Background: an optimization exercise with open tools, aiming at small area, a short achievable clock period and few clock cycles per item. Do not read the settings as production practice. The RTL was checked by simulation tests, not by an equivalence proof against the original design. No activity file was given, so power comes from the tool's default toggle rates.

===== design.v =====
package egbr_pkg;
    localparam int BUFFER_WORDS_DEF     = 3;
    localparam int MAX_PREFIX_ZEROS_DEF = 15;
    localparam int QUEUE_DEPTH          = 2;
    localparam int QPTR_W               = $clog2(QUEUE_DEPTH);
    localparam int QCNT_W               = $clog2(QUEUE_DEPTH + 1);
    localparam int MAX_COUNT            = 32;
    localparam logic [2:0] KIND_LOAD = 3'd0;
    localparam logic [2:0] KIND_GET  = 3'd1;
    localparam logic [2:0] KIND_SHOW = 3'd2;
    localparam logic [2:0] KIND_UE   = 3'd3;
    localparam logic [2:0] KIND_SE   = 3'd4;
    localparam logic [1:0] ST_OK    = 2'd0;
    localparam logic [1:0] ST_UNDER = 2'd1;
    localparam logic [1:0] ST_LONG  = 2'd2;
    localparam logic [1:0] ST_FULL  = 2'd3;
    typedef enum logic [2:0] {
        OP_NONE,
        OP_LOAD,
        OP_GET,
        OP_SHOW,
        OP_UE,
        OP_SE
    } t_op;
    typedef struct packed {
        logic [2:0]  kind;
        logic [31:0] stream_word;
        logic [5:0]  bit_count;
    } t_in_word;
    typedef struct packed {
        logic signed [32:0] value;
        logic [1:0]         status;
        logic [6:0]         bits_available;
    } t_out_word;
    typedef struct packed {
        t_op         op;
        logic [31:0] stream_word;
        logic [5:0]  count;
    } t_op_word;
    localparam int OP_WORD_W = 3 + 32 + 6;
    typedef struct packed {
        logic     valid;
        t_op_word entry;
    } t_q_head;
endpackage
module exp_golomb_bit_reader_top
#(
    parameter int BUFFER_WORDS     = egbr_pkg::BUFFER_WORDS_DEF,
    parameter int MAX_PREFIX_ZEROS = egbr_pkg::MAX_PREFIX_ZEROS_DEF
) (
    input  logic      i_clk,
    input  logic      i_rst_n,
    input  logic        i_in_valid,
    input  logic [40:0] i_in_word,     
    output logic        o_in_stall,
    output logic        o_out_valid,
    output logic [41:0] o_out_word,    
    input  logic        i_out_stall
);
    localparam logic [1:0] M_ZERO = 2'd0;
    localparam logic [1:0] M_RAW  = 2'd1;
    localparam logic [1:0] M_UE   = 2'd2;
    localparam logic [1:0] M_SE   = 2'd3;
    logic [31:0] r_w0, r_w1, r_w2;
    logic [2:0]  r_rsel;         
    logic [4:0]  r_ofs;          
    logic [1:0]  r_nw;           
    logic        r_mid_valid;
    logic [31:0] r_part;         
    logic [2:0]  r_rsh;          
    logic [1:0]  r_mode;
    logic [1:0]  r_status;
    logic        r_out_valid;
    logic [41:0] r_out;
    logic [2:0]  kind;
    logic [31:0] data;
    logic [5:0]  count;
    assign kind  = i_in_word[40:38];
    assign data  = i_in_word[37:6];
    assign count = i_in_word[5] ? 6'd32 : i_in_word[5:0];
    logic is_load, is_get, is_rd, is_ue, is_exp;
    assign is_load = (kind == egbr_pkg::KIND_LOAD);
    assign is_get  = (kind == egbr_pkg::KIND_GET);
    assign is_rd   = (kind == egbr_pkg::KIND_GET) || (kind == egbr_pkg::KIND_SHOW);
    assign is_ue   = (kind == egbr_pkg::KIND_UE);
    assign is_exp  = (kind == egbr_pkg::KIND_UE) || (kind == egbr_pkg::KIND_SE);
    logic stall, take;
    assign stall      = r_mid_valid && r_out_valid && i_out_stall;
    assign take       = i_in_valid && !stall;
    assign o_in_stall = stall;
    logic [31:0] first, second;
    assign first  = ({32{r_rsel[0]}} & r_w0) | ({32{r_rsel[1]}} & r_w1) | ({32{r_rsel[2]}} & r_w2);
    assign second = ({32{r_rsel[0]}} & r_w1) | ({32{r_rsel[1]}} & r_w2) | ({32{r_rsel[2]}} & r_w0);
    logic [62:0] a0;
    logic [46:0] a1;
    logic [38:0] a2;
    logic [34:0] a3;
    logic [32:0] a4;
    logic [31:0] top32;
    assign a0    = {first, second[31:1]};
    assign a1    = r_ofs[4] ? a0[46:0] : a0[62:16];
    assign a2    = r_ofs[3] ? a1[38:0] : a1[46:8];
    assign a3    = r_ofs[2] ? a2[34:0] : a2[38:4];
    assign a4    = r_ofs[1] ? a3[32:0] : a3[34:2];
    assign top32 = r_ofs[0] ? a4[31:0] : a4[32:1];
    logic [15:0] top16;
    assign top16 = top32[31:16];
    logic [15:0] first_one;
    logic        long_code;
    always_comb begin
        for (int k = 0; k < 16; k++)
            first_one[k] = top16[15-k] && ((top16 & ~(16'hFFFF >> k)) == 16'd0);
    end
    assign long_code = (top16 == 16'd0);
    logic [6:0] exp_pick;
    always_comb begin
        logic [5:0] s;
        logic       ok;
        exp_pick = '0;
        for (int k = 0; k < 16; k++) begin
            s  = {1'b0, r_ofs} + 6'(2*k + 1);
            ok = (r_nw != 2'd0) && !(r_nw == 2'd1 && s[5] && (s[4:0] != 5'd0));
            exp_pick = exp_pick | ({7{first_one[k]}} & {ok, ok && s[5], s[4:0]});
        end
    end
    logic       exp_ok, exp_wrap;
    logic [4:0] exp_ofs;
    assign {exp_ok, exp_wrap, exp_ofs} = exp_pick;
    logic [4:0] zeros;
    always_comb begin
        zeros = 5'd16;
        for (int i = 0; i < 16; i++) begin
            if (top16[i]) zeros = 5'(15 - i);
        end
    end
    logic [5:0] sum_rd;
    logic       rd_wrap, rd_over;
    assign sum_rd  = {1'b0, r_ofs} + count;
    assign rd_wrap = sum_rd[5];
    assign rd_over = sum_rd[5] && (sum_rd[4:0] != 5'd0);
    logic held16;
    assign held16 = r_nw[1] || (r_nw[0] && (r_ofs <= 5'd16));
    logic rd_ok;
    assign rd_ok = !((r_nw == 2'd0 && count != 6'd0) || (r_nw == 2'd1 && rd_over));
    logic [1:0] status;
    logic [1:0] mode;
    logic       load_ok;
    logic       wrap;
    logic       consume;
    always_comb begin
        status  = egbr_pkg::ST_OK;
        mode    = M_ZERO;
        load_ok = 1'b0;
        if (is_load) begin
            if (r_nw == 2'd3) status = egbr_pkg::ST_FULL;
            else              load_ok = 1'b1;
        end else if (is_rd) begin
            if (!rd_ok) status = egbr_pkg::ST_UNDER;
            else        mode   = (count == 6'd0) ? M_ZERO : M_RAW;
        end else if (is_exp) begin
            if (long_code)    status = held16 ? egbr_pkg::ST_LONG : egbr_pkg::ST_UNDER;
            else if (!exp_ok) status = egbr_pkg::ST_UNDER;
            else              mode   = is_ue ? M_UE : M_SE;
        end
    end
    assign consume = is_exp ? exp_ok : (is_get && rd_ok);
    assign wrap    = is_exp ? exp_wrap : (is_get && rd_ok && rd_wrap);
    logic [4:0] ofs_next;
    assign ofs_next = is_exp ? exp_ofs : sum_rd[4:0];
    logic [4:0]  rsh;
    logic [31:0] p1, part;
    assign rsh  = is_exp ? {~zeros[3:0], 1'b1} : 5'(6'd32 - count);
    assign p1   = rsh[4] ? {16'b0, top32[31:16]} : top32;
    assign part = rsh[3] ? {8'b0, p1[31:8]} : p1;
    logic [2:0] wsel;
    always_comb begin
        unique case (r_nw)
            2'd0:    wsel = r_rsel;
            2'd1:    wsel = {r_rsel[1:0], r_rsel[2]};
            default: wsel = {r_rsel[0], r_rsel[2:1]};
        endcase
    end
    always_ff @(posedge i_clk) begin
        if (!i_rst_n) begin
            r_rsel <= 3'b001;
            r_ofs  <= '0;
            r_nw   <= '0;
        end else if (take) begin
            if (consume) r_ofs <= ofs_next;
            if (wrap) r_rsel <= {r_rsel[1:0], r_rsel[2]};
            if (load_ok)    r_nw <= r_nw + 2'd1;
            else if (wrap)  r_nw <= r_nw - 2'd1;
        end
    end
    always_ff @(posedge i_clk) begin
        if (take && load_ok && wsel[0]) r_w0 <= data;
    end
    always_ff @(posedge i_clk) begin
        if (take && load_ok && wsel[1]) r_w1 <= data;
    end
    always_ff @(posedge i_clk) begin
        if (take && load_ok && wsel[2]) r_w2 <= data;
    end
    always_ff @(posedge i_clk) begin
        if (!i_rst_n)    r_mid_valid <= 1'b0;
        else if (!stall) r_mid_valid <= i_in_valid;
    end
    always_ff @(posedge i_clk) begin
        if (take) begin
            r_part   <= part;
            r_rsh    <= rsh[2:0];
            r_mode   <= mode;
            r_status <= status;
        end
    end
    logic [31:0] q1, q2, code;
    assign q1   = r_rsh[2] ? {4'b0, r_part[31:4]} : r_part;
    assign q2   = r_rsh[1] ? {2'b0, q1[31:2]} : q1;
    assign code = r_rsh[0] ? {1'b0, q2[31:1]} : q2;
    logic [15:0] any_below;      
    always_comb begin
        for (int i = 0; i < 16; i++) any_below[i] = |(code[15:0] & 16'((32'd1 << i) - 32'd1));
    end
    logic [32:0] value;
    always_comb begin
        unique case (r_mode)
            M_ZERO:  value = '0;
            M_RAW:   value = {1'b0, code};
            M_UE:    value = {17'b0, code[15:0] ^ ~any_below};
            default: begin
                for (int i = 0; i < 15; i++)
                    value[i] = code[i+1] ^ (code[0] && ((code[15:0] & 16'((32'd2 << i) - 32'd2)) != '0));
                value[32:15] = {18{code[0] && (code[15:1] != 15'd0)}};
            end
        endcase
    end
    logic adv;
    assign adv = !(r_out_valid && i_out_stall);
    always_ff @(posedge i_clk) begin
        if (!i_rst_n)  r_out_valid <= 1'b0;
        else if (adv)  r_out_valid <= r_mid_valid;
    end
    always_ff @(posedge i_clk) begin
        if (adv && r_mid_valid) r_out <= {value, r_status, 7'({r_nw, 5'b0}) - 7'(r_ofs)};
    end
    assign o_out_valid = r_out_valid;
    assign o_out_word  = r_out;
endmodule

===== flow/run.sh =====
#!/bin/bash
set -euo pipefail
export BUFFER_PORTS_ARGS="-buffer_cell sky130_fd_sc_hd__buf_2"
bash standard.sh > flow_make.log 2>&1

===== standard.sh =====
#!/bin/bash
# synth_recipe.tcl (not shown) runs the flow's synth.tcl, then flattens the netlist and writes it again
# the make line also repeats each setting of config.mk as NAME=value (left out here)
make -C /OpenROAD-flow-scripts/flow DESIGN_CONFIG=/design/flow/config.mk WORK_HOME=/design/flow/orfs CLKGATE_MAP_FILE= SYNTH_SCRIPT=/design/flow/synth_recipe.tcl "${@:-finish}"

===== config.mk =====
export PLATFORM = sky130hd
export DESIGN_NAME = exp_golomb_bit_reader_top
export DESIGN_NICKNAME = exp_golomb_bit_reader_top
export VERILOG_FILES = /design/flow/design.v
export SDC_FILE = /design/flow/constraint.sdc
export NUM_CORES = 4
export LEC_CHECK = 0
export ABC_AREA = 1
export CAP_MARGIN = 20
export CORE_MARGIN = 2
export CORE_UTILIZATION = 45
export CTS_BUF_LIST = sky130_fd_sc_hd__clkbuf_8
export PLACE_DENSITY = 0.65
export SETUP_SLACK_MARGIN = 1.65
export SLEW_MARGIN = 20

===== constraint.sdc =====
create_clock -name core_clock -period 5.0 [get_ports {i_clk}]
set_input_delay 1.0000 -clock core_clock [delete_from_list [all_inputs] [get_ports {i_clk}]]
set_output_delay 1.0000 -clock core_clock [all_outputs]
set_load 0.01 [all_outputs]

==> metrics.yaml, run 1 <==
drv_slew: 0
drt_wl_total_um: 44310
syn2layout_area_growth_pct: 12.56
diodes: 0
setup_violations: 0
synth_cell_types: 56
synth_top_family_by_area: "simple AND/OR/NAND/NOR gates"
grt_pass1_vias: 12733
drv_cap: 0
power_mw: 4.728
power.leakage_nw: 6.832
ys_top_cells_by_area: "edfxtp_1, nand2_1, nand3_1, nor2_1, inv_1"
cts_tree: "done"
worst-path-max-fanout: 25
hold_viol: 0
synth_top_cell_by_area: "edfxtp_1"
yosysTopAreaCellShare: 0.3755
synth_most_common_cell: "nand2_1"
grt_max_degree: 52
wl_per_cell_um: 18.08
status: "complete, no violations"
drtPass1Iterations: 6
grt.total_usage: 0.2588
layout.nets: 2106
rows: 64
synth_compound_area_frac: 0.1201
critPathKind: "reg -> reg"
clock-skew-final_ns: 0.01964
dp_hpwl_um: 31980
dpl_cell_area_um2: 14770
vias: 13974
swShare: 0.3938
start_kind: "flop"
synthSimpleGateAreaFrac: 0.3705
hp-class: "reg -> reg"
async_flop_share: 0
end_kind: "flop"
root_buffer: "clkbuf_8"
final_cells: 2451
netlist_area_um2: 14150
drive_gt1_frac: 0.1567
max_slew_margin: 0.4387
drc: 0
grt_antenna_before_repair: 0
fmax_ghz: 0.3052
multi_input_area_um2: 7739
fillCellCount: 3079
seqCellArea_um2: 5573
pwr-share-seq: 0.404
clockBufferDepth: 2
clk_latency_ns: 0.51
core_area_um2: 30750
required_ns: 5.32
path_clk_slew_ns: 0.10
synth_edf_count: 177
synth_ff_type: "edfxtp_1"
via_per_inst: 5.701
final_util: 0.5181
h-tree-depth: 4
grt_overflow: 0
place_congestion: 0.9997
ios: 89
synth_xor_area_frac: 0.01361
grt_pass1_wl_um: 67090
cts_made_buffers: 17
dp.cells: 2379
io_buffer_count: 88
synth_cells: 1972
switching_power_mw: 1.862
p_int_mw: 2.866
yosysSeqAreaShare: 0.3925
antenna_left: 0
yosys.area_share.adder: 0.01733
clock-sinks: 189
drt_iter0_drc: 1630
rsz0062_at_grt: "true"
design_area_um2: 15930
arrival_ns: 3.59
die_x_um: 181.4
ir_worst_vdd_v: 0.0001970
powerDensity_nw_per_um2: 296.8
synthMuxAreaShare: 0.001414
die_y_um: 181.4
ys_top_cells_by_count: "nand2_1, nand3_1, edfxtp_1"
setup_tns_ns: 0
p_comb_frac: 0.371
avgSynthCellArea_um2: 7.177
synthesis.nets: 2036
worstMarginPinSlew_ns: 0.8389
synth_seq_cells: 189
pwr-share-clk: 0.225
start_util: 0.4603
yosysWarnings: 1
period_minus_slack_ns: 3.276
die_area_um2: 32890
fin_crit_sh: 0.6553
[metrics by stage]
stage / setup slack (ns) / hold WS, ns
after floorplan: 1.661 / 0.4003
final: 1.724 / 0.4275
after global routing: 1.570 / 0.4360
after global placement: 1.149 / 0.4012
after CTS: 1.590 / 0.4292
after detailed placement: 1.104 / 0.4066
[power groups by stage]
| stage | Clock [mW] | Sequential (mW) | Combinational (mW) |
|---|---|---|---|
| 6_report | 1.06 | 1.91 | 1.76 |
| 5_1_grt | 1.15 | 1.92 | 1.95 |
| 4_1_cts | 1.08 | 1.91 | 1.60 |
| 3_5_place_dp | 0 | 1.95 | 1.58 |
| 3_3_place_gp | 0 | 1.95 | 1.57 |
| 2_1_floorplan | 0 | 1.94 | 1.19 |
[critical path, cell delays in order, from the launching register on]
cell and delay [ns]:
dfxtp_1 0.35, inv_4 0.24, ha_1 0.31, inv_1 0.08, nor2_1 0.33, nor2_1 0.22, nor3_2 0.29, nand2_1 0.08
a21oi_1 0.18, nand3_1 0.09, o21ai_0 0.10, nand3b_1 0.14, nor2_1 0.06, nand2_1 0.11, nor2_2 0.07, and3_2 0.22
o21ai_1 0.24
[flip-flops by register name, indices dropped and copies added (netlist names)]
signal / cells
r_nw: 2
r_w0: 32
r_out_valid: 1
r_mode: 2
r_w1: 32
r_rsel: 3
r_part: 32
r_w2: 32
r_mid_valid: 1
r_status: 2
r_rsh: 3
r_ofs: 5
r_out: 42
[timing repair]
| action | 4_1_cts | 5_1_grt |
|---|---|---|
| pin swaps | 1 | 14 |
| gates cloned | 0 | 7 |
| gates resized for setup | 18 | 87 |
| setup buffers | 4 | 29 |
| endpoints found under the setup margin | 48 | 63 |
| hold buffers | 0 | 0 |
| hold endpoints to repair | 0 | 0 |
[area by class of cell]
class	instances	area share
clock buffer	17	0.01469
clock inverter	15	0.01139
inverter	150	0.03880
multi-input combinational	1532	0.4857
sequential	189	0.3498
tap	396	0.03110
timing repair buffer	151	0.06793
timing repair inverter	1	0.0005498
[cells in the final DEF, fill, tap and decap left out, types with 43 or more instances in the layout]
master / count
nand3_1: 248
o21ai_1: 48
edfxtp_1: 177
buf_4: 43
buf_2: 88
o21ai_0: 81
nand2_1: 665
a21oi_1: 49
nor2_1: 149
inv_1: 127
[layer usage]
layer  share of wire  GRT usage  routed length [um]
met1            0.43     0.3439               19010
met5               0          0                   0
met4           0.030    0.08943                1315
met3           0.069    0.04535                3036
met2            0.47     0.4262               20950
[worst paths after layout]
check,from,end,slack (ns),cells after the start
worst max-delay path,r_ofs[0],r_mode[0],1.72,16
worst min-delay path,r_status[1],r_out[8],0.43,0
worst max register to register,r_ofs[0],r_mode[0],1.72,16
worst min register to register,r_status[1],r_out[8],0.43,0
[kinds of logic (layout without fill, tap and decap cells)]
kind of cell / Yosys count / in the layout
buf+inv: 254 / 334
simple gates: 1201 / 1204
compound gates: 285 / 285
xor+xnor: 22 / 22
fa+ha+maj: 19 / 19
mux: 2 / 2
flops: 189 / 189
Testbench counts, summed over its fixed seeds: cycles 12,016, items 12,000.
==> run 2: changes to the inputs <==
--- a/config.mk
+++ b/config.mk
@@ -13,3 +13,3 @@
 export PLACE_DENSITY = 0.65
-export SETUP_SLACK_MARGIN = 1.65
+export SETUP_SLACK_MARGIN = 1.8
 export SLEW_MARGIN = 20
==> metrics.yaml, run 2 <==
status: "complete, no violations"
synth_cell_types: 56
grt_pass1_vias: 13169
drt_iter0_drc: 1579
io_buffer_count: 88
worst-path-max-fanout: 15
r2r_cells: 20
drt_wl_total_um: 47500
ys_top_cells_by_count: "nand2_1, nand3_1, edfxtp_1"
core_area_um2: 30750
period_minus_slack_ns: 3.130
multi_input_area_um2: 8237
setup_tns_ns: 0
min_from: "r_status[0]"
grt_antenna_before_repair: 0
yosysTopAreaCellShare: 0.3755
grt_overflow: 0
synthesis.nets: 2036
ys_top_cells_by_area: "edfxtp_1, nand2_1, nand3_1, nor2_1, inv_1"
die_area_um2: 32890
grt_max_degree: 46
rows: 64
hold_depth: 0
final_util: 0.5487
netlist_area_um2: 14150
avgSynthCellArea_um2: 7.177
powerDensity_nw_per_um2: 299.8
synth_cells: 1972
die_x_um: 181.4
grt.total_usage: 0.2745
vias: 14467
antenna_left: 0
mostFrequentLayoutCells: "nand2_1, nand3_1, edfxtp_1, nor2_1, inv_1"
die_y_um: 181.4
ios: 89
drive_gt1_frac: 0.2229
timing.rr.end: "r_part[6]"
grt_pass1_wl_um: 70640
synth_most_common_cell: "nand2_1"
place_congestion: 0.9841
hp-class: "reg -> reg"
diodes: 0
holdPathEnd: "r_out[7]"
seqCellArea_um2: 5579
fin_crit_sh: 0.6261
regMostFlops: "r_out"
worstMarginPinSlew_ns: 0.9549
drv_cap: 0
clock-skew-final_ns: 0.02654
clk_latency_ns: 0.52
synth_edf_count: 177
largest_reg_flops: 42
dp_hpwl_um: 33130
path_clk_slew_ns: 0.12
start_util: 0.4603
ir_worst_vdd_v: 0.0001985
required_ns: 5.23
root_buffer: "clkbuf_8"
power.leakage_nw: 7.212
setup_violations: 0
wl_per_cell_um: 19.07
max_slew_margin: 0.3575
synth_ff_type: "edfxtp_1"
yosysSeqAreaShare: 0.3925
cts_made_buffers: 17
start_kind: "flop"
r2r_slack_ns: 1.87
rsz0062_at_grt: "true"
cts_tree: "done"
end_kind: "flop"
async_flop_share: 0
via_per_inst: 5.808
clock-sinks: 189
synth_seq_cells: 189
synth_top_cell_by_area: "edfxtp_1"
final_common_cell: "nand2_1"
fillCellCount: 2981
syn2layout_area_growth_pct: 19.21
clockBufferDepth: 2
arrival_ns: 3.36
yosysWarnings: 1
drv_slew: 0
critPathKind: "reg -> reg"
holdBufCountCts: 0
fmax_ghz: 0.3194
drtPass1Iterations: 8
drc: 0
hold_viol: 0
reg2reg_from: "r_ofs[4]"
h-tree-depth: 4
layout.nets: 2146
[run 2: cell counts after synthesis]
Identical to the previous run, type by type.
[run 2: per-stage QoR]
stage	area [um^2]	hold WS (ns)	instances	power, mW	worst slack (ns)
after floorplan	14230	0.4003	1972	3.130	1.779
after global placement	14790	0.4051	2383	3.534	1.109
after detailed placement	14790	0.4109	2383	3.544	1.057
after CTS	15600	0.4584	2435	4.777	1.784
after global routing	16870	0.4679	2491	5.325	1.734
final	16870	0.4592	2491	5.058	1.870
[run 2: worst max-delay path by stage]
| stage | to | slack (ns) | start | depth (start not counted) |
|---|---|---|---|---|
| 5_1_grt | r_part[8] | 1.73 | r_rsel[1] | 20 |
| 3_3_place_gp | r_mode[0] | 1.11 | r_ofs[4] | 17 |
| 3_5_place_dp | r_part[2] | 1.06 | r_rsel[0] | 20 |
| 6_report | r_part[6] | 1.87 | r_ofs[4] | 20 |
| 4_1_cts | r_out[39] | 1.78 | r_rsh[2] | 15 |
| 2_1_floorplan | r_w0[0] | 1.78 | i_out_stall | 7 |
[run 2: where the power goes]
part	leakage, nW	switching, mW	internal [mW]	total, mW
Sequential	1.77	0.0549	1.86	1.91
Clock	0.236	0.670	0.531	1.20
Combinational	5.21	1.31	0.637	1.95
[run 2: metal layers]
layer,global-route usage,vias up,share of wire
li1,-,6897,-
met5,0,-,0
met1,0.3665,6814,0.42
met4,0.09398,0,0.028
met2,0.4549,647,0.47
met3,0.04233,109,0.080
[run 2: cell type report]
type,count,share of cell area
clock buffers,17,0.01387
clock inverters,15,0.01409
inverters,150,0.03693
multi-input cells,1533,0.4882
flip-flops and latches,189,0.3307
well taps,396,0.02937
repair buffers,190,0.08669
repair inverters,1,0.0002225
[run 2: kinds of logic after synthesis]
family          count (synthesis)  share of synthesized area
fa+ha+maj                      19                    0.01733
compound gates                285                     0.1201
mux                             2                   0.001414
buf+inv                       254                    0.08451
flops                         189                     0.3925
xor+xnor                       22                    0.01361
simple gates                 1201                     0.3705
[run 2: critical path, stage by stage, from the launching register on]
cell and delay [ns]:
dfxtp_4 0.43, clkinvlp_4 0.14, buf_6 0.17, buf_4 0.15, nand2_1 0.08, nand2_1 0.06
nand2_1 0.10, nand3_1 0.13, nand2_1 0.14, nand2_1 0.09, nand3_1 0.10, nand2_2 0.11
nor2_2 0.16, nand2_2 0.08, nor2_2 0.12, inv_1 0.07, nand3_4 0.12, buf_12 0.13
nand2_8 0.08, o211ai_1 0.24, o21ai_1 0.13
[run 2: what timing repair did]
| action | in CTS | in global routing |
|---|---|---|
| resized for setup | 46 | 195 |
| pin swaps | 6 | 68 |
| cloned | 3 | 8 |
| hold endpoints to repair | 0 | 0 |
| setup buffers | 17 | 48 |
| setup endpoints to repair | 71 | 68 |
==> run 3: changes to the inputs <==
--- a/config.mk
+++ b/config.mk
@@ -10,6 +10,6 @@
 export CORE_MARGIN = 2
-export CORE_UTILIZATION = 45
+export CORE_UTILIZATION = 40
 export CTS_BUF_LIST = sky130_fd_sc_hd__clkbuf_8
-export PLACE_DENSITY = 0.65
-export SETUP_SLACK_MARGIN = 1.8
+export PLACE_DENSITY = 0.55
+export SETUP_SLACK_MARGIN = 1.5
 export SLEW_MARGIN = 20
==> metrics.yaml, run 3 <==
grt_overflow: 0
drc: 0
ys_top_cells_by_count: "nand2_1, nand3_1, edfxtp_1"
cts_made_buffers: 17
hold_viol: 0
final_cells: 2487
ir_worst_vdd_v: 0.0002187
worst_slack_ns: 1.613
wl_per_cell_um: 17.94
fmax_ghz: 0.2953
path_buf_inv: 2
period_minus_slack_ns: 3.387
clk_latency_ns: 0.51
grt_antenna_before_repair: 0
place_congestion: 0.9586
ys_top_cells_by_area: "edfxtp_1, nand2_1, nand3_1, nor2_1, inv_1"
crit_path_frequent_cell: "nor2_1"
clock-sinks: 189
dpl_cell_area_um2: 14830
largest_reg_flops: 42
grt_max_degree: 68
required_ns: 5.39
worst-path-max-fanout: 6
die_x_um: 192.1
dp.cells: 2439
yosysSeqAreaShare: 0.3925
via_per_inst: 5.489
cp_cell_sequence: "buf_2 > nor2_1 > ha_1 > a21oi_1 > nand2_1 > a21oi_1 > nor2_1 > nor2_1 > xor2_1 > nand3_1 > nand2_1 > inv_1 > nand3_1 > a21oi_2 > o21a_1 > a21oi_1 > nor2_1"
holdBufCountCts: 0
worstMarginPinSlew_ns: 0.8452
diodes: 0
synth_edf_count: 177
seqCellArea_um2: 5569
min_from: "r_status[0]"
synth_most_common_cell: "nand2_1"
pre_cts_ws_ns: 0.9733
slowest_delay_ns: 0.34
yosysWarnings: 1
clockBufferDepth: 2
met3_length_um: 2891
r2r_slack_ns: 1.63
holdPathEnd: "r_out[7]"
dp_hpwl_um: 33930
vias: 13651
die_y_um: 192.1
end_kind: "flop"
drv_cap: 0
syn2layout_area_growth_pct: 9.839
io_buffer_count: 88
grt.total_usage: 0.2436
clock-skew-final_ns: 0.01221
design_area_um2: 15550
powerDensity_nw_per_um2: 296.6
reg2reg_from: "r_ofs[4]"
rsz0062_at_grt: "true"
setup_violations: 0
slowest_stage: "ha_1"
h-tree-depth: 4
path_depth: 17
ios: 89
multi_input_area_um2: 7600
mostFrequentLayoutCells: "nand2_1, nand3_1, edfxtp_1, nor2_1, inv_1"
wl_met2_um: 21220
top_layer_used: "met4"
drt_iter0_drc: 1281
path_clk_slew_ns: 0.11
grt_pass1_wl_um: 69120
avgSynthCellArea_um2: 7.177
setup_tns_ns: 0
grt_pass1_vias: 12915
synth_top_cell_by_area: "edfxtp_1"
hold_depth: 0
final_common_cell: "nand2_1"
drt_wl_total_um: 44620
r2r_cells: 22
max_slew_margin: 0.4345
status: "complete, no violations"
synth_cells: 1972
final_util: 0.4478
drv_slew: 0
drtPass1Iterations: 6
netlist_area_um2: 14150
crit_family: "simple AND/OR/NAND/NOR gates"
critPathKind: "in -> reg"
synth_ff_type: "edfxtp_1"
drive_gt1_frac: 0.1358
async_flop_share: 0
cts_tree: "done"
root_buffer: "clkbuf_8"
timing.rr.end: "r_rsel[1]"
rows: 68
arrival_ns: 3.78
synthesis.nets: 2036
synth_cell_types: 56
layout.nets: 2083
fillCellCount: 3629
die_area_um2: 36900
start_util: 0.4077
start_kind: "primary input"
power.leakage_nw: 6.633
yosysTopAreaCellShare: 0.3755
regMostFlops: "r_out"
wirelength_met1_um: 19650
synth_seq_cells: 189
antenna_left: 0
fin_crit_sh: 0.6773
core_area_um2: 34710
hp-class: "reg -> reg"
[run 3: cell types whose count changed in the layout (fill, tap and decap cells not counted), sizes merged]
cell / before / now
nand2: 700 / 698
clkinv: 7 / 8
bufinv: 3 / 0
clkbuf: 23 / 17
buf: 184 / 131
nor2: 181 / 180
clkinvlp: 2 / 5
inv: 154 / 152
[run 3: metrics by stage]
stage                     hold WS [ns]  total power, mW
after global routing            0.4670            4.914
after detailed placement        0.4074            3.548
after floorplan                 0.4003            3.127
final                           0.4302            4.610
after global placement          0.4149            3.540
after CTS                       0.4324            4.581
[run 3: logic make-up (layout without fill, tap and decap cells)]
group                    count (synthesis)  in the layout  share of synthesized area
AND/OR/NAND/NOR                       1201           1202                     0.3705
AO/OA/AOI/OAI                          285            285                     0.1201
adder cells (fa/ha/maj)                 19             19                    0.01733
buffers and inverters                  254            313                    0.08451
flip-flops                             189            189                     0.3925
XOR/XNOR                                22             22                    0.01361
multiplexers                             2              2                   0.001414
[run 3: worst max-delay path by stage]
stage	startpoint	to	slack [ns]
5_1_grt	r_rsh[2]	r_out[24]	1.46
2_1_floorplan	i_out_stall	r_w0[0]	1.56
4_1_cts	r_ofs[4]	r_mode[0]	1.51
6_report	i_in_word[5]	r_rsel[1]	1.61
3_5_place_dp	i_in_word[5]	r_rsel[1]	0.97
3_3_place_gp	i_in_word[5]	r_rsel[1]	1.0
[run 3: what timing repair did]
action                     in CTS  in global routing
setup endpoints to repair      35                 60
buffers inserted                2                 13
cloned                          0                  1
pin swaps                       0                  3
gates resized for setup        12                 37
[run 3: cell type report]
cell class / count / area share
Multi-Input combinational cell: 1530 / 0.4889
Sequential cell: 189 / 0.3582
Timing Repair Buffer: 131 / 0.05344
Inverter: 150 / 0.03775
Tap cell: 455 / 0.03662
Clock buffer: 17 / 0.01505
Clock inverter: 15 / 0.01006
[run 3: layer usage]
metal | GRT usage | up-vias
met2 | 0.4127 | 440
met4 | 0.06635 | 0
met1 | 0.3190 | 6404
li1 | - | 6754
met3 | 0.04422 | 53
met5 | 0 | -
[run 3: power by group]
group / internal [mW] / switching (mW)
sequential: 1.86 / 0.0532
combinational: 0.505 / 1.17
clock: 0.373 / 0.649
total: 2.73 / 1.88
==> run 4: changes to the inputs <==
--- a/config.mk
+++ b/config.mk
@@ -13,3 +13,3 @@
 export PLACE_DENSITY = 0.55
-export SETUP_SLACK_MARGIN = 1.5
+export SETUP_SLACK_MARGIN = 1.65
 export SLEW_MARGIN = 20
==> metrics.yaml, run 4 <==
required_ns: 5.28
diodes: 0
ys_top_cells_by_area: "edfxtp_1, nand2_1, nand3_1, nor2_1, inv_1"
swShare: 0.4064
design_area_um2: 16270
path_clk_slew_ns: 0.11
drt_wl_total_um: 46660
slowest_stage: "dfxtp_4"
dp_hpwl_um: 33620
p_int_mw: 2.854
synth_top_family_by_area: "simple AND/OR/NAND/NOR gates"
synth_cell_types: 56
p_comb_frac: 0.378
critPathKind: "reg -> reg"
final_common_cell: "nand2_1"
synth_xor_area_frac: 0.01361
via_per_inst: 5.575
cts_tree: "done"
dpl_cell_area_um2: 14830
clock-sinks: 189
yosysSeqAreaShare: 0.3925
start_kind: "flop"
end_kind: "flop"
syn2layout_area_growth_pct: 14.93
arrival_ns: 3.53
antenna_left: 0
final_util: 0.4686
cp_cell_sequence: "clkinvlp_4 > buf_12 > buf_12 > buf_4 > nand2_1 > nand2_1 > inv_1 > nand2_1 > nand3_1 > nand3_1 > nand3_1 > nand2_1 > nor2_2 > nand2_1 > nor2_2 > inv_1 > nand3_4 > nand2_4 > o21ai_1 > o21ai_1"
largest_reg_flops: 42
layout.nets: 2128
async_flop_share: 0
dp.cells: 2440
crit_path_frequent_cell: "nand2_1"
drt_iter0_drc: 1445
regMostFlops: "r_out"
drive_gt1_frac: 0.1767
grt_antenna_before_repair: 0
power.leakage_nw: 6.975
mostFrequentLayoutCells: "nand2_1, nand3_1, edfxtp_1, nor2_1, inv_1"
synthSimpleGateAreaFrac: 0.3705
yosysTopAreaCellShare: 0.3755
pre_cts_ws_ns: 1.034
grt_max_degree: 55
drv_slew: 0
clk_latency_ns: 0.53
yosysWarnings: 1
wl_per_cell_um: 18.43
hold_viol: 0
synth_seq_cells: 189
synth_most_common_cell: "nand2_1"
fmax_ghz: 0.3080
setup_tns_ns: 0
rows: 68
synth_compound_area_frac: 0.1201
worst-path-max-fanout: 15
fillCellCount: 3511
synth_edf_count: 177
netlist_area_um2: 14150
switching_power_mw: 1.954
yosys.area_share.adder: 0.01733
worstMarginPinSlew_ns: 0.8461
crit_family: "simple AND/OR/NAND/NOR gates"
rsz0062_at_grt: "true"
status: "complete, no violations"
place_congestion: 0.9554
synthesis.nets: 2036
core_area_um2: 34710
path_buf_inv: 6
hp-class: "reg -> reg"
ios: 89
fin_crit_sh: 0.6494
synthMuxAreaShare: 0.001414
io_buffer_count: 88
pwr-share-seq: 0.396
setup_violations: 0
cts_made_buffers: 17
max_slew_margin: 0.4338
whs_ns: 0.4299
period_minus_slack_ns: 3.247
slowest_delay_ns: 0.43
ir_worst_vdd_v: 0.0002262
synth_ff_type: "edfxtp_1"
grt_pass1_wl_um: 69100
grt_pass1_vias: 12794
drc: 0
grt_overflow: 0
synth_top_cell_by_area: "edfxtp_1"
die_x_um: 192.1
clock-skew-final_ns: 0.02116
h-tree-depth: 4
powerDensity_nw_per_um2: 295.6
drv_cap: 0
die_area_um2: 36900
root_buffer: "clkbuf_8"
drtPass1Iterations: 6
grt.total_usage: 0.2457
start_util: 0.4077
die_y_um: 192.1
ys_top_cells_by_count: "nand2_1, nand3_1, edfxtp_1"
final_cells: 2532
power_mw: 4.808
avgSynthCellArea_um2: 7.177
pwr-share-clk: 0.226
synth_cells: 1972
worst_slack_ns: 1.753
vias: 14117
clockBufferDepth: 2
## run 4: cell count changes in the layout (fill, tap and decap cells not counted), moves of 6 or more
cell	before	now
nand3_2	13	29
nor2_1	157	149
nand3_1	252	236
nand2_1	671	658
nor2_2	9	15
inv_6	0	6
buf_4	34	60
nand2_2	19	30
buf_6	4	10
## run 4: cells by family (layout without fill, tap and decap cells)
logic type                 Yosys count  after routing
and+or+nand+nor                   1201           1204
AOI/OAI and AO/OA                  285            285
buffers and inverters              254            356
DFF                                189            189
xor gates and xnor gates            22             22
adders and majority gates           19             19
muxes                                2              2
## run 4: layout make-up
type	count	area, um^2	share of cell area
clock inverters	15	176.4	0.01085
repair inverters	1	5.005	0.0003077
flip-flops and latches	189	5572	0.3425
multi-input cells	1532	7828	0.4812
repair buffers	173	1269	0.07799
inverters	150	614.3	0.03777
well taps	455	569.3	0.03500
clock buffers	17	234.0	0.01438
## run 4: final timing paths
check             slack, ns  cells past startpoint        start         to
setup / recovery       1.75                     20     r_ofs[4]  r_part[2]
hold / removal         0.43                      0  r_status[1]   r_out[8]
setup reg to reg       1.75                     20     r_ofs[4]  r_part[2]
hold reg to reg        0.43                      0  r_status[1]   r_out[8]
## run 4: timing repair
action | in CTS | in global routing
gates cloned | 0 | 8
resized for setup | 22 | 110
hold buffers | 0 | 0
pin swaps | 1 | 22
buffers inserted | 4 | 48
endpoints found under the setup margin | 51 | 67
## run 4: power groups by stage
stage               Clock (mW)  Combinational [mW]  Sequential, mW
floorplan                    0                1.19            1.94
global placement             0                1.60            1.95
detailed placement           0                1.60            1.95
CTS                       1.11                1.63            1.91
global route              1.17                2.02            1.92
finish                    1.08                1.82            1.91
## run 4: layer usage
metal,part of all wire,up-vias,wire (um),global-route usage
met1,0.42,6660,19670,0.3186
met4,0.022,0,1016,0.07134
met5,0,-,0,0
li1,-,6849,-,-
met2,0.49,525,22860,0.4207
met3,0.067,83,3121,0.04056
==> run 5: changes to the inputs <==
--- a/config.mk
+++ b/config.mk
@@ -13,3 +13,3 @@
 export PLACE_DENSITY = 0.55
-export SETUP_SLACK_MARGIN = 1.65
+export SETUP_SLACK_MARGIN = 1.4
 export SLEW_MARGIN = 20
==> metrics.yaml, run 5 <==
status: "complete, no violations"
syn2layout_area_growth_pct: 9.901
vias: 13809
min_from: "r_status[1]"
critPathKind: "reg -> reg"
path_clk_slew_ns: 0.11
rsz0062_at_grt: "false"
grt_pass1_vias: 12708
final_util: 0.4481
root_buffer: "clkbuf_8"
core_area_um2: 34710
dp_hpwl_um: 33810
timing.rr.end: "r_status[0]"
r2r_cells: 15
synth_seq_cells: 189
fin_crit_sh: 0.6720
hold_viol: 0
seqCellArea_um2: 5572
drtPass1Iterations: 6
synth_top_cell_by_area: "edfxtp_1"
diodes: 0
setup_tns_ns: 0
drive_gt1_frac: 0.1315
fmax_ghz: 0.2976
start_kind: "flop"
grt.total_usage: 0.2437
ys_top_cells_by_count: "nand2_1, nand3_1, edfxtp_1"
hp-class: "reg -> reg"
setup_violations: 0
avgSynthCellArea_um2: 7.177
clock-sinks: 189
yosysTopAreaCellShare: 0.3755
grt_pass1_wl_um: 69090
grt_max_degree: 68
yosysSeqAreaShare: 0.3925
wl_per_cell_um: 18.23
synth_ff_type: "edfxtp_1"
powerDensity_nw_per_um2: 299.9
largest_reg_flops: 42
drt_wl_total_um: 45310
clock-skew-final_ns: 0.01600
r2r_slack_ns: 1.64
drv_slew: 0
period_minus_slack_ns: 3.360
end_kind: "flop"
die_x_um: 192.1
h-tree-depth: 4
die_y_um: 192.1
yosysWarnings: 1
arrival_ns: 3.62
layout.nets: 2082
clockBufferDepth: 2
netlist_area_um2: 14150
final_common_cell: "nand2_1"
ios: 89
fillCellCount: 3588
mostFrequentLayoutCells: "nand2_1, nand3_1, edfxtp_1, nor2_1, inv_1"
antenna_left: 0
regMostFlops: "r_out"
holdPathEnd: "r_out[8]"
drv_cap: 0
io_buffer_count: 88
synth_cell_types: 56
reg2reg_from: "r_ofs[4]"
synth_most_common_cell: "nand2_1"
power.leakage_nw: 6.664
synthesis.nets: 2036
worstMarginPinSlew_ns: 0.8624
die_area_um2: 36900
via_per_inst: 5.555
rows: 68
cts_made_buffers: 17
synth_edf_count: 177
drc: 0
worst-path-max-fanout: 39
clk_latency_ns: 0.51
required_ns: 5.26
ys_top_cells_by_area: "edfxtp_1, nand2_1, nand3_1, nor2_1, inv_1"
multi_input_area_um2: 7553
async_flop_share: 0
max_slew_margin: 0.4250
synth_cells: 1972
ir_worst_vdd_v: 0.0002062
grt_overflow: 0
cts_tree: "done"
start_util: 0.4077
grt_antenna_before_repair: 0
hold_depth: 0
power_mw: 4.664
drt_iter0_drc: 1125
place_congestion: 0.9630
==> run 5: cell types whose count changed in the layout (fill, tap and decap cells not counted), moves of 7 or more <==
cell	delta
buf_4	-26
buf_6	-9
nand2_1	+15
nand2_2	-13
nand3_1	+20
nand3_2	-19
nor2_1	+7
==> run 5: routing by layer <==
layer  vias to the layer above  global-route usage  part of all wire
met5                         -                   0                 0
met3                        69             0.03508             0.065
met4                         0             0.07898             0.026
met1                      6499              0.3222              0.44
met2                       487              0.4099              0.47
li1                       6754                   -                 -
==> run 5: cells by family (layout without fill, tap and decap cells) <==
kind of cell               count (synthesis)  in the layout  synth area share
and+or+nand+nor                         1201           1202            0.3705
xor gates and xnor gates                  22             22           0.01361
DFF                                      189            189            0.3925
AOI/OAI and AO/OA                        285            285            0.1201
muxes                                      2              2          0.001414
adders and majority gates                 19             19           0.01733
buffers and inverters                    254            312           0.08451
==> run 5: what timing repair did <==
| action | 4_1_cts | 5_1_grt |
|---|---|---|
| resized for setup | 4 | 30 |
| buffers inserted | 0 | 10 |
| endpoints found under the setup margin | 13 | 46 |
| hold buffers | 0 | 0 |
| cloned | 0 | 4 |
| pin swaps | 0 | 2 |
==> run 5: cell type report <==
cell class,count,area share
clock buffer,17,0.01504
inverter,150,0.03773
clock inverter,15,0.01094
timing repair buffer,130,0.05590
sequential,189,0.3582
tap,455,0.03660
multi-input combinational,1530,0.4856
==> run 5: worst max-delay path by stage <==
| stage | from | to | slack, ns | cells after the start |
|---|---|---|---|---|
| detailed placement | i_in_word[5] | r_nw[0] | 1.13 | 20 |
| global route | r_rsel[1] | r_status[0] | 1.40 | 20 |
| floorplan | i_out_stall | r_out[0] | 1.46 | 1 |
| finish | r_ofs[4] | r_status[0] | 1.64 | 15 |
| CTS | r_ofs[4] | r_mode[0] | 1.40 | 19 |
| global placement | i_in_word[5] | r_rsel[2] | 1.15 | 18 |
==> run 5: where the power goes <==
group	total [mW]	internal, mW	switching, mW
logic	1.68	0.506	1.18
clock network	1.07	0.423	0.650
registers	1.91	1.86	0.0523
total	4.66	2.78	1.88
==> run 5: critical path, stage by stage, from the launching register on <==
cell     delay [ns]
dfxtp_4        0.47
buf_12         0.24
nand4_1        0.27
nand3_1        0.18
nand3_1        0.12
nand3_1        0.17
nand3_1        0.10
nand2_2        0.15
nand2_1        0.11
inv_2          0.11
nand2_1        0.14
nor4_4         0.32
nand3_1        0.24
and3_2         0.33
nand3_1        0.08
nand3_1        0.07
==> run 5: per-stage QoR <==
| stage | cell area, um^2 | hold WS (ns) | setup WS [ns] | std cells |
|---|---|---|---|---|
| detailed placement | 14860 | 0.4062 | 1.134 | 2440 |
| global route | 15550 | 0.4514 | 1.404 | 2486 |
| floorplan | 14190 | 0.4003 | 1.463 | 1972 |
| finish | 15550 | 0.4274 | 1.640 | 2486 |
| CTS | 15270 | 0.4303 | 1.400 | 2472 |
| global placement | 14860 | 0.4054 | 1.148 | 2440 |
==> run 6: changes to the inputs <==
--- a/config.mk
+++ b/config.mk
@@ -13,3 +13,3 @@
 export PLACE_DENSITY = 0.55
-export SETUP_SLACK_MARGIN = 1.4
+export SETUP_SLACK_MARGIN = 1.3
 export SLEW_MARGIN = 20
==> metrics.yaml, run 6 <==
dpl_cell_area_um2: 14860
io_buffer_count: 88
p_comb_frac: 0.358
final_common_cell: "nand2_1"
arrival_ns: 3.73
drv_slew: 0
wl_per_cell_um: 17.90
required_ns: 5.27
rows: 68
ys_top_cells_by_count: "nand2_1, nand3_1, edfxtp_1"
hold_viol: 0
avgSynthCellArea_um2: 7.177
dp_hpwl_um: 33810
clk_latency_ns: 0.52
mostFrequentLayoutCells: "nand2_1, nand3_1, edfxtp_1, nor2_1, inv_1"
max_slew_margin: 0.4282
regMostFlops: "r_out"
drc: 0
switching_power_mw: 1.866
yosysSeqAreaShare: 0.3925
pwr-share-clk: 0.231
grt_pass1_wl_um: 69090
cts_tree: "done"
layout.nets: 2078
start_kind: "flop"
diodes: 0
period_minus_slack_ns: 3.461
synth_ff_type: "edfxtp_1"
clockBufferDepth: 2
cts_made_buffers: 17
syn2layout_area_growth_pct: 9.025
path_clk_slew_ns: 0.11
setup_tns_ns: 0
fin_crit_sh: 0.6921
worst-path-max-fanout: 27
clock-sinks: 189
clock-skew-final_ns: 0.01766
ys_top_cells_by_area: "edfxtp_1, nand2_1, nand3_1, nor2_1, inv_1"
synth_seq_cells: 189
end_kind: "flop"
status: "complete, no violations"
h-tree-depth: 4
drt_wl_total_um: 44440
die_x_um: 192.1
yosysWarnings: 1
p_int_mw: 2.775
core_area_um2: 34710
synth_most_common_cell: "nand2_1"
synth_cell_types: 56
synthesis.nets: 2036
yosysTopAreaCellShare: 0.3755
netlist_area_um2: 14150
synth_edf_count: 177
drtPass1Iterations: 7
place_congestion: 0.9630
hold_depth: 0
die_area_um2: 36900
via_per_inst: 5.496
final_util: 0.4445
critPathKind: "reg -> reg"
synth_cells: 1972
hp-class: "reg -> reg"
ir_worst_vdd_v: 0.0002082
grt_antenna_before_repair: 0
grt_overflow: 0
async_flop_share: 0
rsz0062_at_grt: "false"
vias: 13641
antenna_left: 0
power.leakage_nw: 6.611
fmax_ghz: 0.2890
grt_pass1_vias: 12708
holdBufCountCts: 0
swShare: 0.4021
drv_cap: 0
r2r_cells: 16
drive_gt1_frac: 0.1278
ios: 89
grt_max_degree: 68
pwr-share-seq: 0.411
whs_ns: 0.4268
power_mw: 4.641
worstMarginPinSlew_ns: 0.8576
root_buffer: "clkbuf_8"
grt.total_usage: 0.2437
setup_violations: 0
design_area_um2: 15430
die_y_um: 192.1
start_util: 0.4077
largest_reg_flops: 42
synth_top_cell_by_area: "edfxtp_1"
drt_iter0_drc: 1088
powerDensity_nw_per_um2: 300.8
[run 6: logic make-up after synthesis]
kind of cell             count (synthesis)  share of synthesized area
AO/OA/AOI/OAI                          285                     0.1201
buffers and inverters                  254                    0.08451
AND/OR/NAND/NOR                       1201                     0.3705
adder cells (fa/ha/maj)                 19                    0.01733
multiplexers                             2                   0.001414
flip-flops                             189                     0.3925
XOR/XNOR                                22                    0.01361
[run 6: worst paths after layout]
kind               startpoint           to  slack, ns
hold reg to reg   r_status[1]     r_out[8]       0.43
setup / recovery     r_ofs[4]  r_status[0]       1.54
setup reg to reg     r_ofs[4]  r_status[0]       1.54
hold / removal    r_status[1]     r_out[8]       0.43
[run 6: what timing repair did]
item	CTS	global route
setup endpoints to repair	4	47
hold endpoints to repair	0	0
buffers inserted	0	8
resized for setup	2	19
gates cloned	0	2
pin swaps	0	2
[run 6: power by group through the flow]
stage | Sequential (mW) | Combinational, mW | Clock, mW
floorplan | 1.94 | 1.19 | 0
global placement | 1.95 | 1.61 | 0
detailed placement | 1.95 | 1.61 | 0
CTS | 1.91 | 1.62 | 1.10
global route | 1.92 | 1.86 | 1.16
finish | 1.91 | 1.66 | 1.07
[run 6: layer usage]
metal / track usage / share of wire / vias to the layer above
li1: - / - / 6742
met1: 0.3222 / 0.44 / 6374
met2: 0.4099 / 0.47 / 457
met3: 0.03508 / 0.061 / 68
met4: 0.07898 / 0.028 / 0
met5: 0 / 0 / -
[run 6: worst max-delay path: stages (launching register included)]
cell and delay (ns):
dfxtp_4 0.42, inv_1 0.09, buf_4 0.33, nand4_1 0.25, nand3_1 0.17, nand3_1 0.13, nand3_1 0.18, nand3_1 0.08
nand2_1 0.13, nand2_1 0.10, inv_1 0.08, nand2_1 0.10, nor4_2 0.39, nand3_1 0.26, and3_2 0.33, nand3_1 0.08
nand3_1 0.07
[run 6: final cells by class]
cell class / instances / area (um^2)
inverters: 150 / 579.3
repair buffers: 126 / 800.8
multi-input cells: 1530 / 7508
clock inverters: 15 / 170.2
flip-flops and latches: 189 / 5569
well taps: 455 / 569.3
clock buffers: 17 / 234.0
fillers: 3608 / 19280
[run 6: metrics by stage]
stage	setup slack (ns)	std cells
2_1_floorplan	1.463	1972
4_1_cts	1.344	2472
3_3_place_gp	1.148	2440
5_1_grt	1.321	2482
6_report	1.539	2482
3_5_place_dp	1.134	2440
==> run 7: changes to the inputs <==
--- a/config.mk
+++ b/config.mk
@@ -12,4 +12,4 @@
 export CTS_BUF_LIST = sky130_fd_sc_hd__clkbuf_8
-export PLACE_DENSITY = 0.55
-export SETUP_SLACK_MARGIN = 1.3
+export PLACE_DENSITY = 0.6
+export SETUP_SLACK_MARGIN = 1.4
 export SLEW_MARGIN = 20
==> metrics.yaml, run 7 <==
synth_cells: 1972
min_from: "r_status[0]"
yosysTopAreaCellShare: 0.3755
slowest_delay_ns: 0.43
timing.rr.end: "r_mode[0]"
critPathKind: "reg -> reg"
period_minus_slack_ns: 3.420
r2r_slack_ns: 1.58
start_kind: "flop"
wl_per_cell_um: 17.64
vias: 13601
core_area_um2: 34710
final_util: 0.4475
clk_latency_ns: 0.53
swShare: 0.4010
p_comb_frac: 0.361
mostFrequentLayoutCells: "nand2_1, nand3_1, edfxtp_1, nor2_1, inv_1"
root_buffer: "clkbuf_8"
path_clk_slew_ns: 0.10
regMostFlops: "r_out"
hold_depth: 0
holdPathEnd: "r_out[7]"
powerDensity_nw_per_um2: 298.8
via_per_inst: 5.471
die_x_um: 192.1
avgSynthCellArea_um2: 7.177
arrival_ns: 3.75
slowest_stage: "dfxtp_4"
grt.total_usage: 0.2377
drive_gt1_frac: 0.1339
h-tree-depth: 4
drt_iter0_drc: 1202
grt_overflow: 0
status: "complete, no violations"
ios: 89
die_y_um: 192.1
io_buffer_count: 88
pre_cts_ws_ns: 1.125
yosysSeqAreaShare: 0.3925
grt_max_degree: 69
setup_violations: 0
power_mw: 4.641
start_util: 0.4077
clock-sinks: 189
max_slew_margin: 0.4424
synth_top_cell_by_area: "edfxtp_1"
p_int_mw: 2.780
whs_ns: 0.4358
required_ns: 5.33
grt_pass1_vias: 12582
rsz0062_at_grt: "true"
drtPass1Iterations: 6
worst-path-max-fanout: 44
diodes: 0
cts_tree: "done"
power.leakage_nw: 6.638
synth_most_common_cell: "nand2_1"
grt_antenna_before_repair: 0
design_area_um2: 15530
drt_wl_total_um: 43860
dp.cells: 2436
async_flop_share: 0
largest_reg_flops: 42
worst_slack_ns: 1.580
drc: 0
grt_pass1_wl_um: 67560
clock-skew-final_ns: 0.01958
r2r_cells: 17
ys_top_cells_by_area: "edfxtp_1, nand2_1, nand3_1, nor2_1, inv_1"
switching_power_mw: 1.861
setup_tns_ns: 0
cp_cell_sequence: "buf_12 > nand2_1 > nand3_1 > nand2_1 > nand2_1 > nand2_1 > nand3_1 > nand3_1 > nand3_1 > nand2_1 > nand2_1 > inv_2 > nand2_1 > nor4_4 > nand3_1 > and3_2 > o21ai_1"
synth_seq_cells: 189
cts_made_buffers: 17
final_common_cell: "nand2_1"
ys_top_cells_by_count: "nand2_1, nand3_1, edfxtp_1"
fin_crit_sh: 0.6841
synth_ff_type: "edfxtp_1"
syn2layout_area_growth_pct: 9.760
fmax_ghz: 0.2924
synthesis.nets: 2036
crit_path_frequent_cell: "nand2_1"
pwr-share-seq: 0.412
place_congestion: 0.9544
hold_viol: 0
clockBufferDepth: 2
die_area_um2: 36900
drv_cap: 0
synth_edf_count: 177
pwr-share-clk: 0.228
reg2reg_from: "r_rsel[0]"
fillCellCount: 3594
dpl_cell_area_um2: 14830
worstMarginPinSlew_ns: 0.8333
dp_hpwl_um: 32360
synth_cell_types: 56
drv_slew: 0
antenna_left: 0
hp-class: "reg -> reg"
final_cells: 2486
end_kind: "flop"
ir_worst_vdd_v: 0.0002098
rows: 68
netlist_area_um2: 14150
layout.nets: 2082
holdBufCountCts: 0
yosysWarnings: 1
==> run 7: power by group through the flow <==
stage               Clock (mW)  Combinational (mW)  Sequential [mW]
finish                    1.06                1.67             1.91
global placement             0                1.58             1.95
detailed placement           0                1.59             1.95
floorplan                    0                1.19             1.94
CTS                       1.08                1.60             1.91
global route              1.14                1.87             1.92
==> run 7: timing repair <==
action                     CTS  global route
resized for setup            9            35
pin swaps                    0             3
setup endpoints to repair   34            62
setup buffers                1            13
gates cloned                 1             3
==> run 7: worst max path at each step <==
| stage | startpoint | endpoint | slack (ns) | depth (start not counted) |
|---|---|---|---|---|
| finish | r_rsel[0] | r_mode[0] | 1.58 | 17 |
| floorplan | i_out_stall | r_out[0] | 1.46 | 1 |
| CTS | r_rsh[2] | r_out[24] | 1.39 | 18 |
| global route | r_rsh[2] | r_out[24] | 1.35 | 19 |
| global placement | i_in_word[5] | r_nw[0] | 1.14 | 20 |
| detailed placement | i_in_word[5] | r_nw[1] | 1.12 | 20 |
==> run 7: kinds of logic (layout without fill, tap and decap cells) <==
kind of cell | count (synthesis) | after routing | synth area share
AOI/OAI and AO/OA | 285 | 285 | 0.1201
xor gates and xnor gates | 22 | 22 | 0.01361
adders and majority gates | 19 | 19 | 0.01733
buffers and inverters | 254 | 312 | 0.08451
DFF | 189 | 189 | 0.3925
muxes | 2 | 2 | 0.001414
and+or+nand+nor | 1201 | 1202 | 0.3705
==> run 7: layout make-up <==
cell class	instances	area, um^2	area share
clock buffer	17	234.0	0.01506
multi-input combinational	1530	7567	0.4871
timing repair inverter	2	12.51	0.0008054
inverter	150	591.8	0.03810
clock inverter	15	171.4	0.01103
tap	455	569.3	0.03665
timing repair buffer	128	815.8	0.05251
sequential	189	5573	0.3587
==> run 7: worst max-delay path: cells and delay by family (launching register included) <==
| family | cells | cell delay (ns) |
|---|---|---|
| AND/OR/NAND/NOR | 14 | 2.23 |
| flip-flops | 1 | 0.43 |
| buffers and inverters | 2 | 0.31 |
| AO/OA/AOI/OAI | 1 | 0.24 |
==> run 7: per-layer routing <==
layer / GRT usage / routed length, um
met1: 0.3166 / 19480
met4: 0.09483 / 1345
met2: 0.3846 / 20230
met3: 0.03965 / 2803
met5: 0 / 0
==> run 8: changes to the inputs <==
--- a/config.mk
+++ b/config.mk
@@ -12,3 +12,3 @@
 export CTS_BUF_LIST = sky130_fd_sc_hd__clkbuf_8
-export PLACE_DENSITY = 0.6
+export PLACE_DENSITY = 0.5
 export SETUP_SLACK_MARGIN = 1.4
==> metrics.yaml, run 8 <==
status: "complete, no violations"
drt_wl_total_um: 46520
path_buf_inv: 3
worst_slack_ns: 1.578
hold_viol: 0
synth_ff_type: "edfxtp_1"
power.leakage_nw: 6.590
holdPathEnd: "r_out[8]"
seqCellArea_um2: 5567
period_minus_slack_ns: 3.422
die_x_um: 192.1
async_flop_share: 0
dp.cells: 2438
drt_iter0_drc: 1073
via_per_inst: 5.497
worstMarginPinSlew_ns: 0.9026
cts_tree: "done"
holdBufCountCts: 0
regMostFlops: "r_out"
power_mw: 4.712
antenna_left: 0
wl_per_cell_um: 18.75
drc: 0
slowest_delay_ns: 0.64
clockBufferDepth: 2
min_from: "r_status[1]"
rsz0062_at_grt: "true"
layout.nets: 2075
synth_cell_types: 56
fin_crit_sh: 0.6845
drv_cap: 0
setup_violations: 0
synth_seq_cells: 189
ys_top_cells_by_area: "edfxtp_1, nand2_1, nand3_1, nor2_1, inv_1"
io_buffer_count: 88
drv_slew: 0
cp_cell_sequence: "inv_1 > ha_1 > inv_1 > nor2_2 > nor3_1 > nand3_1 > a21oi_1 > nand4_1 > nand2_1 > inv_1 > nand2_1 > nor2_2 > and3_1 > nand3_1 > nand3_1"
syn2layout_area_growth_pct: 9.247
synth_top_cell_by_area: "edfxtp_1"
path_clk_slew_ns: 0.12
multi_input_area_um2: 7493
final_cells: 2481
hp-class: "reg -> reg"
synthesis.nets: 2036
vias: 13638
cts_made_buffers: 17
largest_reg_flops: 42
drive_gt1_frac: 0.1285
grt_pass1_vias: 12500
hold_depth: 0
ys_top_cells_by_count: "nand2_1, nand3_1, edfxtp_1"
grt_max_degree: 69
ir_worst_vdd_v: 0.0002071
synth_cells: 1972
r2r_cells: 15
dp_hpwl_um: 35060
timing.rr.end: "r_status[0]"
start_util: 0.4077
reg2reg_from: "r_ofs[1]"
core_area_um2: 34710
grt.total_usage: 0.2513
clock-skew-final_ns: 0.02410
avgSynthCellArea_um2: 7.177
die_area_um2: 36900
r2r_slack_ns: 1.58
grt_antenna_before_repair: 2
root_buffer: "clkbuf_8"
arrival_ns: 3.72
clk_latency_ns: 0.53
crit_family: "simple AND/OR/NAND/NOR gates"
fmax_ghz: 0.2922
ios: 89
yosysTopAreaCellShare: 0.3755
yosysWarnings: 1
required_ns: 5.30
netlist_area_um2: 14150
start_kind: "flop"
grt_pass1_wl_um: 70690
critPathKind: "reg -> reg"
powerDensity_nw_per_um2: 304.7
grt_overflow: 0
die_y_um: 192.1
synth_edf_count: 177
max_slew_margin: 0.3961
h-tree-depth: 4
yosysSeqAreaShare: 0.3925
fillCellCount: 3640
worst-path-max-fanout: 8
place_congestion: 0.9460
rows: 68
startpoint: "r_ofs[1]"
clock-sinks: 189
pre_cts_ws_ns: 0.9649
setup_tns_ns: 0
synth_most_common_cell: "nand2_1"
drtPass1Iterations: 5
final_common_cell: "nand2_1"
end_kind: "flop"
mostFrequentLayoutCells: "nand2_1, nand3_1, edfxtp_1, nor2_1, inv_1"
slowest_stage: "nor3_1"
## run 8: cell type report
cell class / instances / share of cell area
Timing Repair inverter: 1 / 0.0004855
Multi-Input combinational cell: 1529 / 0.4846
Sequential cell: 189 / 0.3600
Clock buffer: 17 / 0.01513
Antenna cell: 2 / 0.0003237
Clock inverter: 15 / 0.01270
Timing Repair Buffer: 123 / 0.05219
Inverter: 150 / 0.03771
Tap cell: 455 / 0.03682
## run 8: logic make-up after synthesis
| family | after synthesis | share of synthesized area |
|---|---|---|
| buf+inv | 254 | 0.08451 |
| flops | 189 | 0.3925 |
| xor+xnor | 22 | 0.01361 |
| simple gates | 1201 | 0.3705 |
| compound gates | 285 | 0.1201 |
| mux | 2 | 0.001414 |
| fa+ha+maj | 19 | 0.01733 |
## run 8: worst max path at each step
stage | to | slack, ns | cells after the start
final | r_status[0] | 1.58 | 15
after CTS | r_part[9] | 1.43 | 19
after global placement | r_nw[0] | 1.02 | 20
after global routing | r_rsel[1] | 1.37 | 18
after detailed placement | r_nw[1] | 0.96 | 20
after floorplan | r_out[0] | 1.46 | 1
## run 8: timing repair
action / CTS / global route
gates resized for setup: 7 / 30
gates cloned: 0 / 2
endpoints found under the setup margin: 34 / 46
pin swaps: 0 / 1
buffers inserted: 0 / 7
## run 8: power by group
part,total (mW),internal [mW],switching [mW]
combinational,1.68,0.498,1.19
sequential,1.91,1.86,0.0554
clock,1.12,0.468,0.647
## run 8: routing by layer
layer / global-route usage / part of all wire / wire length (um) / vias to the layer above
met2: 0.4235 / 0.48 / 22100 / 427
met1: 0.3316 / 0.44 / 20620 / 6392
li1: - / - / - / 6743
met4: 0.07281 / 0.029 / 1353 / 2
met5: 0 / 0.00026 / 12 / -
met3: 0.04202 / 0.052 / 2435 / 74
## run 8: worst register-to-register path, cell delays in order, from the launching register on
cell,delay [ns]
dfxtp_1,0.61
inv_1,0.27
ha_1,0.28
inv_1,0.09
nor2_2,0.09
nor3_1,0.64
nand3_1,0.15
a21oi_1,0.26
nand4_1,0.17
nand2_1,0.10
inv_1,0.04
nand2_1,0.09
nor2_2,0.07
and3_1,0.20
nand3_1,0.08
nand3_1,0.07
## run 8: through the flow
stage               hold slack [ns]  cell area [um^2]  utilization
floorplan                    0.4003             14190            -
global placement             0.4102             14810       0.4266
detailed placement           0.4223             14810       0.4266
CTS                          0.4471             15260       0.4396
global route                 0.4472             15460       0.4454
finish                       0.4424             15460       0.4454
==> run 9: changes to the inputs <==
--- a/config.mk
+++ b/config.mk
@@ -10,6 +10,6 @@
 export CORE_MARGIN = 2
-export CORE_UTILIZATION = 40
+export CORE_UTILIZATION = 35
 export CTS_BUF_LIST = sky130_fd_sc_hd__clkbuf_8
 export PLACE_DENSITY = 0.5
-export SETUP_SLACK_MARGIN = 1.4
+export SETUP_SLACK_MARGIN = 1.5
 export SLEW_MARGIN = 20
==> metrics.yaml, run 9 <==
pre_cts_ws_ns: 1.021
worst-path-max-fanout: 30
die_area_um2: 42060
io_buffer_count: 88
path_clk_slew_ns: 0.11
die_y_um: 205.1
drt_wl_total_um: 47480
fmax_ghz: 0.2983
status: "complete, no violations"
power.leakage_nw: 6.764
synth_cell_types: 56
drive_gt1_frac: 0.1543
core_area_um2: 39820
async_flop_share: 0
root_buffer: "clkbuf_8"
syn2layout_area_growth_pct: 12.64
start_util: 0.3554
drc: 0
clock-sinks: 189
final_common_cell: "nand2_1"
synthesis.nets: 2036
grt_pass1_wl_um: 71730
arrival_ns: 3.64
diodes: 0
place_congestion: 0.9168
dp_hpwl_um: 35240
cp_cell_sequence: "buf_4 > buf_12 > nand2_1 > nand3_1 > nand2_1 > nand2_1 > inv_1 > nand3_1 > nand3_1 > nand3_1 > nand2_2 > nand2_1 > inv_2 > nand2_2 > nor4_4 > nand3_1 > and3_2 > nand3_1 > nand3_1"
crit_path_frequent_cell: "nand3_1"
synth_edf_count: 177
setup_violations: 0
setup_tns_ns: 0
yosysSeqAreaShare: 0.3925
ys_top_cells_by_area: "edfxtp_1, nand2_1, nand3_1, nor2_1, inv_1"
layout.nets: 2099
required_ns: 5.29
grt_pass1_vias: 12672
period_minus_slack_ns: 3.352
synth_cells: 1972
cts_made_buffers: 17
final_util: 0.4003
grt_antenna_before_repair: 0
vias: 13639
via_per_inst: 5.301
worstMarginPinSlew_ns: 0.8259
synth_top_cell_by_area: "edfxtp_1"
start_kind: "flop"
netlist_area_um2: 14150
rows: 73
drt_iter0_drc: 1065
ir_worst_vdd_v: 0.0001997
yosysTopAreaCellShare: 0.3755
rsz0062_at_grt: "true"
clk_latency_ns: 0.54
drv_slew: 0
drv_cap: 0
clock-skew-final_ns: 0.02051
h-tree-depth: 4
regMostFlops: "r_out"
synth_ff_type: "edfxtp_1"
end_kind: "flop"
slowest_delay_ns: 0.42
critPathKind: "reg -> reg"
mostFrequentLayoutCells: "nand2_1, nand3_1, edfxtp_1, nor2_1, inv_1"
synth_seq_cells: 189
die_x_um: 205.1
power_mw: 4.729
hold_viol: 0
ios: 89
synth_most_common_cell: "nand2_1"
max_slew_margin: 0.4474
powerDensity_nw_per_um2: 296.6
worst_slack_ns: 1.648
fin_crit_sh: 0.6704
grt_overflow: 0
grt_max_degree: 58
largest_reg_flops: 42
drtPass1Iterations: 5
ys_top_cells_by_count: "nand2_1, nand3_1, edfxtp_1"
cts_tree: "done"
wl_per_cell_um: 18.45
yosysWarnings: 1
avgSynthCellArea_um2: 7.177
antenna_left: 0
clockBufferDepth: 2
hp-class: "reg -> reg"
slowest_stage: "dfxtp_4"
grt.total_usage: 0.2240
-- run 9: layout make-up --
cell class,instances,area (um^2)
fill,4272,23880
multi-input combinational,1530,7686
sequential,189,5574
timing repair buffer,147,1006
tap,525,656.9
clock inverter,15,187.7
clock buffer,17,234.0
inverter,150,598.1
-- run 9: power by group --
group / switching [mW] / internal (mW)
logic: 1.20 / 0.530
registers: 0.0573 / 1.86
clock network: 0.653 / 0.429
-- run 9: layer usage --
metal  vias to the layer above  global-route usage  share of wire
met5                         -                   0              0
li1                       6798                   -              -
met3                        48             0.03277          0.046
met2                       378              0.3606           0.46
met4                         0             0.06372          0.019
met1                      6415              0.3121           0.47
-- run 9: repair_timing --
| item | CTS | global route |
|---|---|---|
| resized for setup | 10 | 77 |
| pin swaps | 1 | 9 |
| setup buffers | 3 | 25 |
| gates cloned | 0 | 2 |
| setup endpoints to repair | 42 | 60 |
| hold buffers | 0 | 0 |
-- run 9: path summary, 6_finish.rpt --
check | start | to | slack, ns | cells after the start
worst min-delay path | r_status[1] | r_out[8] | 0.44 | 0
worst max-delay path | r_rsel[2] | r_status[0] | 1.65 | 19
worst min register to register | r_status[1] | r_out[8] | 0.44 | 0
worst max register to register | r_rsel[2] | r_status[0] | 1.65 | 19
-- run 9: cells by family after synthesis --
group,after synthesis,synth area share
AND/OR/NAND/NOR,1201,0.3705
AO/OA/AOI/OAI,285,0.1201
buffers and inverters,254,0.08451
flip-flops,189,0.3925
XOR/XNOR,22,0.01361
adder cells (fa/ha/maj),19,0.01733
multiplexers,2,0.001414
-- run 9: per-stage QoR --
step                      std cells  area [um^2]  hold slack (ns)
after floorplan                1972        14200           0.4003
final                          2573        15940           0.4376
after global placement         2511        14930           0.4180
after CTS                      2546        15420           0.4376
after global routing           2573        15940           0.4498
after detailed placement       2511        14930           0.4105
-- run 9: critical path, delay by kind of cell (launching register included) --
family	cells	cell delay [ns]
and+or+nand+nor	15	2.14
DFF	1	0.42
buffers and inverters	4	0.52

[static timing again, ports no longer ideal]
The results above use ideal ports. As a check the final layouts listed here were re-extracted and re-timed, cells and wires unchanged. Step 1, drivers: a clkbuf_16 drives i_clk and a buf_2 each remaining input, both assumed. Step 2 moves the port delays by t, midway between the first and last clock arrival at a register: inputs arrive t later, outputs are due t later. That takes back most of the time a late clock gives input paths. Three values: ideal, step 1, step 2; two values: the first two.
run	shift t [ns]	setup WS [ns]	worst hold slack (ns)	slew at the worst register clock pin (ns)
run 1	0.552	1.724 / 1.724 / 1.419	0.427 / 0.427 / 0.427	0.11 / 0.11
run 2	0.550	1.870 / 1.870 / 1.455	0.459 / 0.459 / 0.459	0.12 / 0.12
run 3	0.555	1.613 / 1.632 / 1.089	0.430 / 0.430 / 0.430	0.11 / 0.11
run 4	0.572	1.753 / 1.753 / 1.305	0.430 / 0.430 / 0.430	0.12 / 0.12
run 5	0.558	1.640 / 1.640 / 1.263	0.427 / 0.427 / 0.427	0.11 / 0.11
run 6	0.562	1.539 / 1.539 / 1.124	0.427 / 0.427 / 0.427	0.11 / 0.11
run 7	0.566	1.580 / 1.580 / 1.284	0.436 / 0.436 / 0.436	0.11 / 0.11
run 8	0.567	1.578 / 1.578 / 1.106	0.442 / 0.442 / 0.442	0.12 / 0.12
run 9	0.581	1.648 / 1.648 / 1.274	0.438 / 0.438 / 0.438	0.11 / 0.11
After both steps every run listed still meets setup and hold. The setup slack of run 3, which loses most, moves by +0.019 ns with the drivers and by -0.524 ns with both steps.
